From an optimization exercise on the open Yosys and OpenROAD flow, aimed at small area, a short achievable clock period and few clock cycles; shortcuts taken in it are not production practice. Function was checked by simulation only, so behaviour that the tests miss may differ from the original. Power is estimated from default activity; no workload was simulated.

$ cat design.v
package softmax_pkg;
  localparam int LANE_WIDTH = 16;
  localparam int LANES = 4;
  localparam int ADDR_WIDTH = 3;
  localparam int DEPTH = 2 ** ADDR_WIDTH;
  localparam int DIFF_WIDTH = LANE_WIDTH + 1;
  localparam int SUM_WIDTH = DIFF_WIDTH + 5;
  typedef logic signed [LANE_WIDTH-1:0] lane_t;
  typedef logic [LANES*LANE_WIDTH-1:0] row_t;
  typedef logic signed [DIFF_WIDTH-1:0] diff_t;
  typedef logic [LANES*DIFF_WIDTH-1:0] diff_row_t;
  typedef logic [ADDR_WIDTH-1:0] addr_t;
  typedef logic signed [SUM_WIDTH-1:0] sum_t;
  localparam lane_t LANE_MIN = {1'b1, {(LANE_WIDTH-1){1'b0}}};
endpackage
`timescale 1ns/10ps
module row_buffer (
  input  logic               clk,
  input  logic               wr_en,
  input  softmax_pkg::addr_t wr_addr,
  input  softmax_pkg::row_t  wr_data,
  input  logic               rd_en,
  input  softmax_pkg::addr_t rd_addr,
  output softmax_pkg::row_t  rd_data
);
  softmax_pkg::row_t mem [0:softmax_pkg::DEPTH-1];
  always_ff @(posedge clk) begin
    if (wr_en) begin
      mem[wr_addr] <= wr_data;
    end
  end
  always_ff @(posedge clk) begin
    if (rd_en) begin
      rd_data <= mem[rd_addr];
    end
  end
endmodule
`timescale 1ns/10ps
module row_fetch (
  input  logic               clk,
  input  logic               reset,
  input  logic               fetch_go,
  input  softmax_pkg::addr_t first_addr,
  input  softmax_pkg::addr_t last_addr,
  input  softmax_pkg::row_t  wb_rdata,
  input  logic               wb_ack,
  output logic               wb_cyc,
  output logic               wb_stb,
  output softmax_pkg::addr_t wb_adr,
  output logic               row_valid,
  output softmax_pkg::addr_t row_addr,
  output softmax_pkg::row_t  row_data,
  output logic               fetch_last
);
  typedef enum logic [1:0] {
    f_idle,
    f_req,
    f_gap
  } fetch_state_t;
  fetch_state_t state;
  softmax_pkg::addr_t        next_adr;
  assign next_adr = wb_adr + 1'b1;
  assign wb_cyc   = (state != f_idle);
  assign wb_stb   = (state == f_req);
  always_ff @(posedge clk) begin
    if (reset) begin
      state      <= f_idle;
      wb_adr     <= '0;
      row_valid  <= 1'b0;
      fetch_last <= 1'b0;
    end else begin
      row_valid  <= 1'b0;
      fetch_last <= 1'b0;
      case (state)
        f_idle: begin
          if (fetch_go) begin
            wb_adr <= first_addr;
            state  <= f_req;
          end
        end
        f_req: begin
          if (wb_ack) begin
            row_valid  <= 1'b1;
            fetch_last <= (next_adr == last_addr);
            wb_adr     <= next_adr;
            state      <= (next_adr == last_addr) ? f_idle : f_gap;
          end
        end
        default: state <= f_req;
      endcase
    end
  end
  always_ff @(posedge clk) begin
    if (state == f_req && wb_ack) begin
      row_data <= wb_rdata;
      row_addr <= wb_adr;
    end
  end
endmodule
`timescale 1ns/10ps
module max_tree (
  input  logic               clk,
  input  logic               reset,
  input  logic               clear_max,
  input  logic               row_valid,
  input  softmax_pkg::row_t  row_data,
  output softmax_pkg::lane_t max_value
);
  softmax_pkg::lane_t lane [0:softmax_pkg::LANES-1];
  softmax_pkg::lane_t max01;
  softmax_pkg::lane_t max23;
  softmax_pkg::lane_t row_max;
  softmax_pkg::lane_t stage_max;
  logic  stage_valid;
  for (genvar i = 0; i < softmax_pkg::LANES; i++) begin : g_lane
    assign lane[i] = row_data[i*softmax_pkg::LANE_WIDTH +: softmax_pkg::LANE_WIDTH];
  end
  assign max01   = ($signed(lane[0]) > $signed(lane[1])) ? lane[0] : lane[1];
  assign max23   = ($signed(lane[2]) > $signed(lane[3])) ? lane[2] : lane[3];
  assign row_max = ($signed(max01) > $signed(max23)) ? max01 : max23;
  always_ff @(posedge clk) begin
    if (row_valid) begin
      stage_max <= row_max;
    end
  end
  always_ff @(posedge clk) begin
    if (reset) begin
      stage_valid <= 1'b0;
      max_value   <= softmax_pkg::LANE_MIN;
    end else begin
      stage_valid <= row_valid;
      if (clear_max) begin
        max_value <= softmax_pkg::LANE_MIN;
      end else if (stage_valid && $signed(stage_max) > $signed(max_value)) begin
        max_value <= stage_max;
      end
    end
  end
endmodule
`timescale 1ns/10ps
module max_subtract (
  input  logic                   clk,
  input  logic                   reset,
  input  logic                   sub_go,
  input  softmax_pkg::addr_t     first_addr,
  input  softmax_pkg::addr_t     last_addr,
  input  softmax_pkg::lane_t     max_value,
  input  softmax_pkg::row_t      rd_data,
  output logic                   rd_en,
  output softmax_pkg::addr_t     rd_addr,
  output logic                   out_valid,
  output softmax_pkg::diff_row_t out_row,
  output logic                   sub_last
);
  softmax_pkg::addr_t     next_addr;
  logic      rd_last;
  logic      data_valid;
  logic      data_last;
  softmax_pkg::diff_row_t diff_next;
  assign next_addr = rd_addr + 1'b1;
  assign rd_last   = rd_en && (next_addr == last_addr);
  for (genvar i = 0; i < softmax_pkg::LANES; i++) begin : g_lane
    assign diff_next[i*softmax_pkg::DIFF_WIDTH +: softmax_pkg::DIFF_WIDTH] =
      {rd_data[i*softmax_pkg::LANE_WIDTH + softmax_pkg::LANE_WIDTH-1],
       rd_data[i*softmax_pkg::LANE_WIDTH +: softmax_pkg::LANE_WIDTH]} -
      {max_value[softmax_pkg::LANE_WIDTH-1], max_value};
  end
  always_ff @(posedge clk) begin
    if (reset) begin
      rd_en      <= 1'b0;
      rd_addr    <= '0;
      data_valid <= 1'b0;
      data_last  <= 1'b0;
      out_valid  <= 1'b0;
      sub_last   <= 1'b0;
    end else begin
      if (sub_go) begin
        rd_en   <= 1'b1;
        rd_addr <= first_addr;
      end else if (rd_en) begin
        rd_addr <= next_addr;
        rd_en   <= !rd_last;
      end
      data_valid <= rd_en;
      data_last  <= rd_last;
      out_valid  <= data_valid;
      sub_last   <= data_last;
    end
  end
  always_ff @(posedge clk) begin
    if (data_valid) begin
      out_row <= diff_next;
    end
  end
endmodule
`timescale 1ns/10ps
module sum_tree (
  input  logic                   clk,
  input  logic                   reset,
  input  logic                   clear_max,
  input  logic                   out_valid,
  input  softmax_pkg::diff_row_t out_row,
  input  logic                   sub_last,
  output softmax_pkg::sum_t      sum,
  output logic                   sum_last_done
);
  softmax_pkg::diff_t lane [0:softmax_pkg::LANES-1];
  softmax_pkg::sum_t  pair_sum0;
  softmax_pkg::sum_t  pair_sum1;
  softmax_pkg::sum_t  row_total;
  logic  valid1;
  logic  valid2;
  logic  last1;
  logic  last2;
  for (genvar i = 0; i < softmax_pkg::LANES; i++) begin : g_lane
    assign lane[i] = out_row[i*softmax_pkg::DIFF_WIDTH +: softmax_pkg::DIFF_WIDTH];
  end
  always_ff @(posedge clk) begin
    if (out_valid) begin
      pair_sum0 <= {{(softmax_pkg::SUM_WIDTH-softmax_pkg::DIFF_WIDTH){lane[0][softmax_pkg::DIFF_WIDTH-1]}}, lane[0]} + {{(softmax_pkg::SUM_WIDTH-softmax_pkg::DIFF_WIDTH){lane[1][softmax_pkg::DIFF_WIDTH-1]}}, lane[1]};
      pair_sum1 <= {{(softmax_pkg::SUM_WIDTH-softmax_pkg::DIFF_WIDTH){lane[2][softmax_pkg::DIFF_WIDTH-1]}}, lane[2]} + {{(softmax_pkg::SUM_WIDTH-softmax_pkg::DIFF_WIDTH){lane[3][softmax_pkg::DIFF_WIDTH-1]}}, lane[3]};
    end
    if (valid1) begin
      row_total <= pair_sum0 + pair_sum1;
    end
  end
  always_ff @(posedge clk) begin
    if (reset) begin
      valid1 <= 1'b0;
      valid2 <= 1'b0;
      last1  <= 1'b0;
      last2  <= 1'b0;
      sum    <= '0;
    end else begin
      valid1 <= out_valid;
      last1  <= out_valid && sub_last;
      valid2 <= valid1;
      last2  <= last1;
      if (clear_max) begin
        sum <= '0;
      end else if (valid2) begin
        sum <= sum + row_total;
      end
    end
  end
  assign sum_last_done = last2;
endmodule
`timescale 1ns/10ps
module softmax_ctrl (
  input  logic               clk,
  input  logic               reset,
  input  logic               start,
  input  softmax_pkg::addr_t start_addr,
  input  softmax_pkg::addr_t end_addr,
  input  logic               fetch_last,
  input  logic               sub_last,
  input  logic               sum_last_done,
  output logic               fetch_go,
  output logic               sub_go,
  output softmax_pkg::addr_t first_addr,
  output softmax_pkg::addr_t last_addr,
  output logic               clear_max,
  output logic               busy,
  output logic               done
);
  typedef enum logic [2:0] {
    s_idle,
    s_fetch,
    s_max_drain,
    s_sub,
    s_sum_drain,
    s_finish
  } phase_t;
  phase_t state;
  always_ff @(posedge clk) begin
    if (reset) begin
      state     <= s_idle;
      fetch_go  <= 1'b0;
      sub_go    <= 1'b0;
      clear_max <= 1'b0;
      busy      <= 1'b0;
      done      <= 1'b0;
    end else begin
      fetch_go  <= 1'b0;
      sub_go    <= 1'b0;
      clear_max <= 1'b0;
      done      <= 1'b0;
      case (state)
        s_idle: begin
          if (start) begin
            busy      <= 1'b1;
            clear_max <= 1'b1;
            if (start_addr == end_addr) begin
              state <= s_finish;
            end else begin
              fetch_go <= 1'b1;
              state    <= s_fetch;
            end
          end
        end
        s_fetch: begin
          if (fetch_last) begin
            state <= s_max_drain;
          end
        end
        s_max_drain: begin
          sub_go <= 1'b1;
          state  <= s_sub;
        end
        s_sub: begin
          if (sub_last) begin
            state <= s_sum_drain;
          end
        end
        s_sum_drain: begin
          if (sum_last_done) begin
            done  <= 1'b1;
            busy  <= 1'b0;
            state <= s_idle;
          end
        end
        default: begin
          done  <= 1'b1;
          busy  <= 1'b0;
          state <= s_idle;
        end
      endcase
    end
  end
  always_ff @(posedge clk) begin
    if (state == s_idle && start) begin
      first_addr <= start_addr;
      last_addr  <= end_addr;
    end
  end
endmodule
`timescale 1ns/10ps
module softmax_top (
  input  logic                   clk,
  input  logic                   reset,
  input  logic                   start,
  input  softmax_pkg::addr_t     start_addr,
  input  softmax_pkg::addr_t     end_addr,
  output logic                   wb_cyc,
  output logic                   wb_stb,
  output softmax_pkg::addr_t     wb_adr,
  input  softmax_pkg::row_t      wb_rdata,
  input  logic                   wb_ack,
  output logic                   out_valid,
  output softmax_pkg::diff_row_t out_row,
  output softmax_pkg::sum_t      sum,
  output logic                   busy,
  output logic                   done
);
  logic  fetch_go;
  logic  sub_go;
  logic  clear_max;
  softmax_pkg::addr_t first_addr;
  softmax_pkg::addr_t last_addr;
  logic  row_valid;
  softmax_pkg::addr_t row_addr;
  softmax_pkg::row_t  row_data;
  logic  fetch_last;
  logic  rd_en;
  softmax_pkg::addr_t rd_addr;
  softmax_pkg::row_t  rd_data;
  softmax_pkg::lane_t max_value;
  logic  sub_last;
  logic  sum_last_done;
  softmax_ctrl u_ctrl (
    .clk           (clk),
    .reset         (reset),
    .start         (start),
    .start_addr    (start_addr),
    .end_addr      (end_addr),
    .fetch_last    (fetch_last),
    .sub_last      (sub_last),
    .sum_last_done (sum_last_done),
    .fetch_go      (fetch_go),
    .sub_go        (sub_go),
    .first_addr    (first_addr),
    .last_addr     (last_addr),
    .clear_max     (clear_max),
    .busy          (busy),
    .done          (done)
  );
  row_fetch u_fetch (
    .clk        (clk),
    .reset      (reset),
    .fetch_go   (fetch_go),
    .first_addr (first_addr),
    .last_addr  (last_addr),
    .wb_rdata   (wb_rdata),
    .wb_ack     (wb_ack),
    .wb_cyc     (wb_cyc),
    .wb_stb     (wb_stb),
    .wb_adr     (wb_adr),
    .row_valid  (row_valid),
    .row_addr   (row_addr),
    .row_data   (row_data),
    .fetch_last (fetch_last)
  );
  row_buffer u_buffer (
    .clk     (clk),
    .wr_en   (row_valid),
    .wr_addr (row_addr),
    .wr_data (row_data),
    .rd_en   (rd_en),
    .rd_addr (rd_addr),
    .rd_data (rd_data)
  );
  max_tree u_max (
    .clk       (clk),
    .reset     (reset),
    .clear_max (clear_max),
    .row_valid (row_valid),
    .row_data  (row_data),
    .max_value (max_value)
  );
  max_subtract u_sub (
    .clk        (clk),
    .reset      (reset),
    .sub_go     (sub_go),
    .first_addr (first_addr),
    .last_addr  (last_addr),
    .max_value  (max_value),
    .rd_data    (rd_data),
    .rd_en      (rd_en),
    .rd_addr    (rd_addr),
    .out_valid  (out_valid),
    .out_row    (out_row),
    .sub_last   (sub_last)
  );
  sum_tree u_sum (
    .clk           (clk),
    .reset         (reset),
    .clear_max     (clear_max),
    .out_valid     (out_valid),
    .out_row       (out_row),
    .sub_last      (sub_last),
    .sum           (sum),
    .sum_last_done (sum_last_done)
  );
endmodule
$ cat run.sh
#!/bin/bash
# synth_recipe.tcl (not shown) runs the flow's synth.tcl, then flattens the netlist and writes it again
# the make line also repeats each setting of config.mk as NAME=value (left out here)
make -C /OpenROAD-flow-scripts/flow DESIGN_CONFIG=/design/flow/config.mk WORK_HOME=/design/flow/orfs CLKGATE_MAP_FILE= SYNTH_SCRIPT=/design/flow/synth_recipe.tcl finish
$ cat config.mk
export PLATFORM = sky130hd
export DESIGN_NAME = softmax_top
export DESIGN_NICKNAME = softmax_top
export VERILOG_FILES = /design/flow/design.v
export SDC_FILE = /design/flow/constraint.sdc
export NUM_CORES = 4
export LEC_CHECK = 0
export CAP_MARGIN = 20
export CORE_MARGIN = 2
export CORE_UTILIZATION = 40
export SLEW_MARGIN = 20
$ cat constraint.sdc
create_clock -name core_clock -period 5.5 [get_ports {clk}]
set_input_delay 1.1000 -clock core_clock [delete_from_list [all_inputs] [get_ports {clk}]]
set_output_delay 1.1000 -clock core_clock [all_outputs]
set_load 0.01 [all_outputs]
==> summary.txt <==
kinds of logic after synthesis:
kind of cell,after synthesis,share of synthesized area (%)
compound gates,407,6.873
xor+xnor,118,2.703
fa+ha+maj,211,7.062
buf+inv,189,1.944
flops,857,65.58
mux,250,10.94
simple gates,378,4.889
power by group:
group	total (mW)	leakage [nW]	internal, mW	switching [mW]
sequential	7.19	7.66	7.12	0.0651
clock	6.29	1.50	3.73	2.55
combinational	0.364	6.25	0.167	0.198
layout make-up:
type                            count  area (um2)
Multi-Input combinational cell   1364       12480
Clock inverter                     54       643.1
Sequential cell                   857       25090
Fill cell                        7952       50070
Inverter                          133       499.2
Tap cell                         1265        1583
Timing Repair Buffer              202        2057
Clock buffer                      114        2446
through the flow:
stage	cells	total power, mW	hold WS [ns]	utilization [%]
4_1_cts	3989	13.97	0.4408	47.22
2_1_floorplan	2410	7.507	0.4138	-
6_report	3989	13.84	0.4379	47.22
3_3_place_gp	3821	7.680	0.4297	43.97
3_5_place_dp	3821	7.689	0.4260	43.97
5_1_grt	3989	14.26	0.4551	47.22
routing by layer:
layer / share of wire (%) / vias up / wire (um) / global-route usage [%]
li1: - / 9894 / - / -
met1: 43 / 10670 / 38720 / 24.36
met2: 50 / 552 / 44630 / 31.19
met3: 5.3 / 116 / 4748 / 2.772
met4: 2.1 / 0 / 1930 / 5.013
met5: 0 / - / 0 / 0
synth_stat cells (all sizes together), types with 4 or more instances:
cell type	n	area, um2
a2111oi	6	58.80
a211o	4	36.29
a211oi	11	82.58
a21boi	9	67.56
a21o	54	409.2
a21oi	116	591.8
a31o	6	52.55
a31oi	5	31.28
and2	8	52.55
and3	7	45.05
buf	22	106.4
clkbuf	34	137.6
dfxtp	66	1321
edfxtp	791	23750
fa	8	160.2
ha	203	2540
inv	133	499.2
mux2	64	720.7
mux2i	58	580.6
mux4	128	2883
nand2	77	289.0
nand2b	22	137.6
nand3	36	185.2
nand4	19	118.9
nor2	108	405.4
nor2b	33	214.0
nor3	33	176.4
nor4	6	37.54
o211ai	12	90.09
o21a	35	262.8
o21ai	90	457.9
o21bai	10	75.07
o22ai	7	43.79
o31a	7	61.31
o31ai	8	60.06
or2	8	50.05
or3	7	43.79
or4	4	30.03
xnor2	85	744.5
xor2	33	289.0
critical path, stage by stage, from the launching register on:
cell and delay, ns:
edfxtp_1 0.54, ha_1 0.41, nand4_1 0.17, a2111oi_0 0.34, o22ai_1 0.17, a21oi_2 0.38, buf_4 0.29, mux2i_1 0.32
inv_1 0.08, ha_1 0.30, nand3_1 0.09, nor3_1 0.29, nand4_1 0.17, a21oi_1 0.15, a211oi_1 0.08, and3_1 0.23
nor3_4 0.19, buf_4 0.22, mux2i_1 0.24
flip-flops by register name, summed over array words and instances (netlist names), 2 cells and up:
signal,count
u_max.max_value,16
u_sum.pair_sum0,18
u_fetch.state,2
u_fetch.row_data,64
u_ctrl.last_addr,3
u_buffer.rd_data,64
u_sub.out_row,68
u_fetch.wb_adr,3
u_sub.rd_addr,3
u_fetch.row_addr,3
u_buffer.mem,512
u_sum.sum,22
u_sum.pair_sum1,18
u_sum.row_total,22
u_ctrl.state,3
u_max.stage_max,16
u_ctrl.first_addr,3
worst paths after layout:
check / cells after the start / startpoint / endpoint / slack [ns]
max: 18 / u_fetch.row_data[15] / u_max.stage_max[5] / 0.67
min: 1 / u_sub.data_last / u_sub.sub_last / 0.44
max reg2reg: 18 / u_fetch.row_data[15] / u_max.stage_max[5] / 0.67
min reg2reg: 1 / u_sub.data_last / u_sub.sub_last / 0.44
==> flow_summary_export.csv <==
group,metric,value,unit
outcome,status,"complete, no violations",
cts,numCtsBuffers,92,
sta,post-route-period-util,87.73,%
detailed_routing,drc_errors,0,
floorplanning,coreArea,94870,um2
detailed_routing,firstDrtPassIters,5,
logic_synthesis,netlist_area,38230,um2
critical_path,cp-start-kind,"register",
grt,grt_pass1_wl,134.1,mm
critical_path,critPathKind,"reg -> reg",
floorplanning,die_area,98070,um2
detailed_routing,vias,21230,
power,leakage,15.41,nW
grt,grt_use_total,18.27,%
cts,cts_tree,"built",
cts,cts_setup_buffers,0,
detailed_routing,post_drt_via_cell_ratio,5.323,
sta,rsz0062_at_grt,"no",
detailed_routing,wl,90.03,mm
critical_path,crit_fanout,10,
cts,clock_sinks,857,
cells_and_area,mostFrequentLayoutCell,"edfxtp_1",
cts,htree_levels,3,
logic_synthesis,ys_ff_latch,857,
cts,ctsRootBufferMaster,"clkbuf_16",
cells_and_area,drive_gt1_share,14.79,%
cts,cts_resized,0,
logic_synthesis,netlist_instances,2410,
floorplanning,die_y,313.2,um
detailed_routing,antenna_left,0,
grt,grt_overflow_total,0,
job,maxCapViolCount,0,
critical_path,cp-end-kind,"register",
placement,numPortBuffers,171,
cells_and_area,antennaDiodeCount,0,
cells_and_area,final_cell_area,44800,um2
floorplanning,rows,113,
power,peakVddDrop,0.2044,mV
cts,clock_path_buffers,3,
critical_path,critical_path_arrival,5.32,ns
grt,antenna_found_initial,6,
critical_path,worst_ep_required_time,5.99,ns
logic_synthesis,ys.flop_type,"edfxtp_1",
sta,worst_pin_slew,1.094,ns
placement,dpl_cell_area,41710,um2
cts,path_clk_slew,0.06,ns
cells_and_area,final_cell_mix,"791 x edfxtp_1, 203 x ha_1, 171 x clkdlybuf4s50_1, 132 x inv_1, 128 x mux4_2",
placement,dp_hpwl,61.06,mm
grt,grt_pass1_vias,21430,
grt,grt_max_degree,91,
logic_synthesis,yosys.cell_types.count,75,
logic_synthesis,async_flop_share,0,%
sta,maxSlewHeadroom,27.07,%
sta,max_freq,0.2072,GHz
cts,insertion_delay,0.66,ns
sta,hold_violations,0,
sta,fin_crit,4.825,ns
cells_and_area,nets,2935,
sta,fin_skew,0.01607,ns
floorplanning,ios,172,
placement,gp_congestion,0.8543,
sta,setup_viol,0,
logic_synthesis,synth_nets,2695,
floorplanning,die_w,313.2,um
logic_synthesis,yosysWarnings,8,
detailed_routing,wl_per_cell,22.57,um
logic_synthesis,synth_edf_count,791,
cts,cts_hold_buf,0,
sta,worst_slack,0.6747,ns
floorplanning,start_util,40.30,%
power,p_per_area,308.9,nW/um2
worst_hold_path,min_path_type,"reg -> reg",
sta,drv_slew,0,
sta,fin_tns_setup,0,ns
cells_and_area,syn_to_final_growth,17.18,%
detailed_routing,drtIter0Drc,1637,
placement,pre_cts_slack,0.6668,ns
logic_synthesis,syn_avg_cell_area,15.86,um2
logic_synthesis,ys_seq_area_share,65.58,%
Testbench counts, summed over its fixed seeds: cycles 37,754.

## afterwards: timing with drivers on the ports
The flow's constraints put no driver on any port. The routed layout listed below was extracted and timed again, unchanged, in two steps. Step 1: set_driving_cell puts a clkbuf_16 on clk and a buf_2 on each other input, an assumption about the parent block. Step 2 times the ports against the registers' clock, not the clock port: input delays grow and output delays shrink by t, the midpoint of the rising clock arrivals with the driver on. a / b / c = no drivers / after step 1 / after step 2; a / b = the first two.
t (ns): 0.720
slack for setup (ns): 0.675 / 0.675 / 0.675
worst slew at a driven data input, ns: 0.06
After both steps setup and hold are still met in this run. The setup slack of this run moves by 0.000 ns with the drivers and by 0.000 ns with both steps.
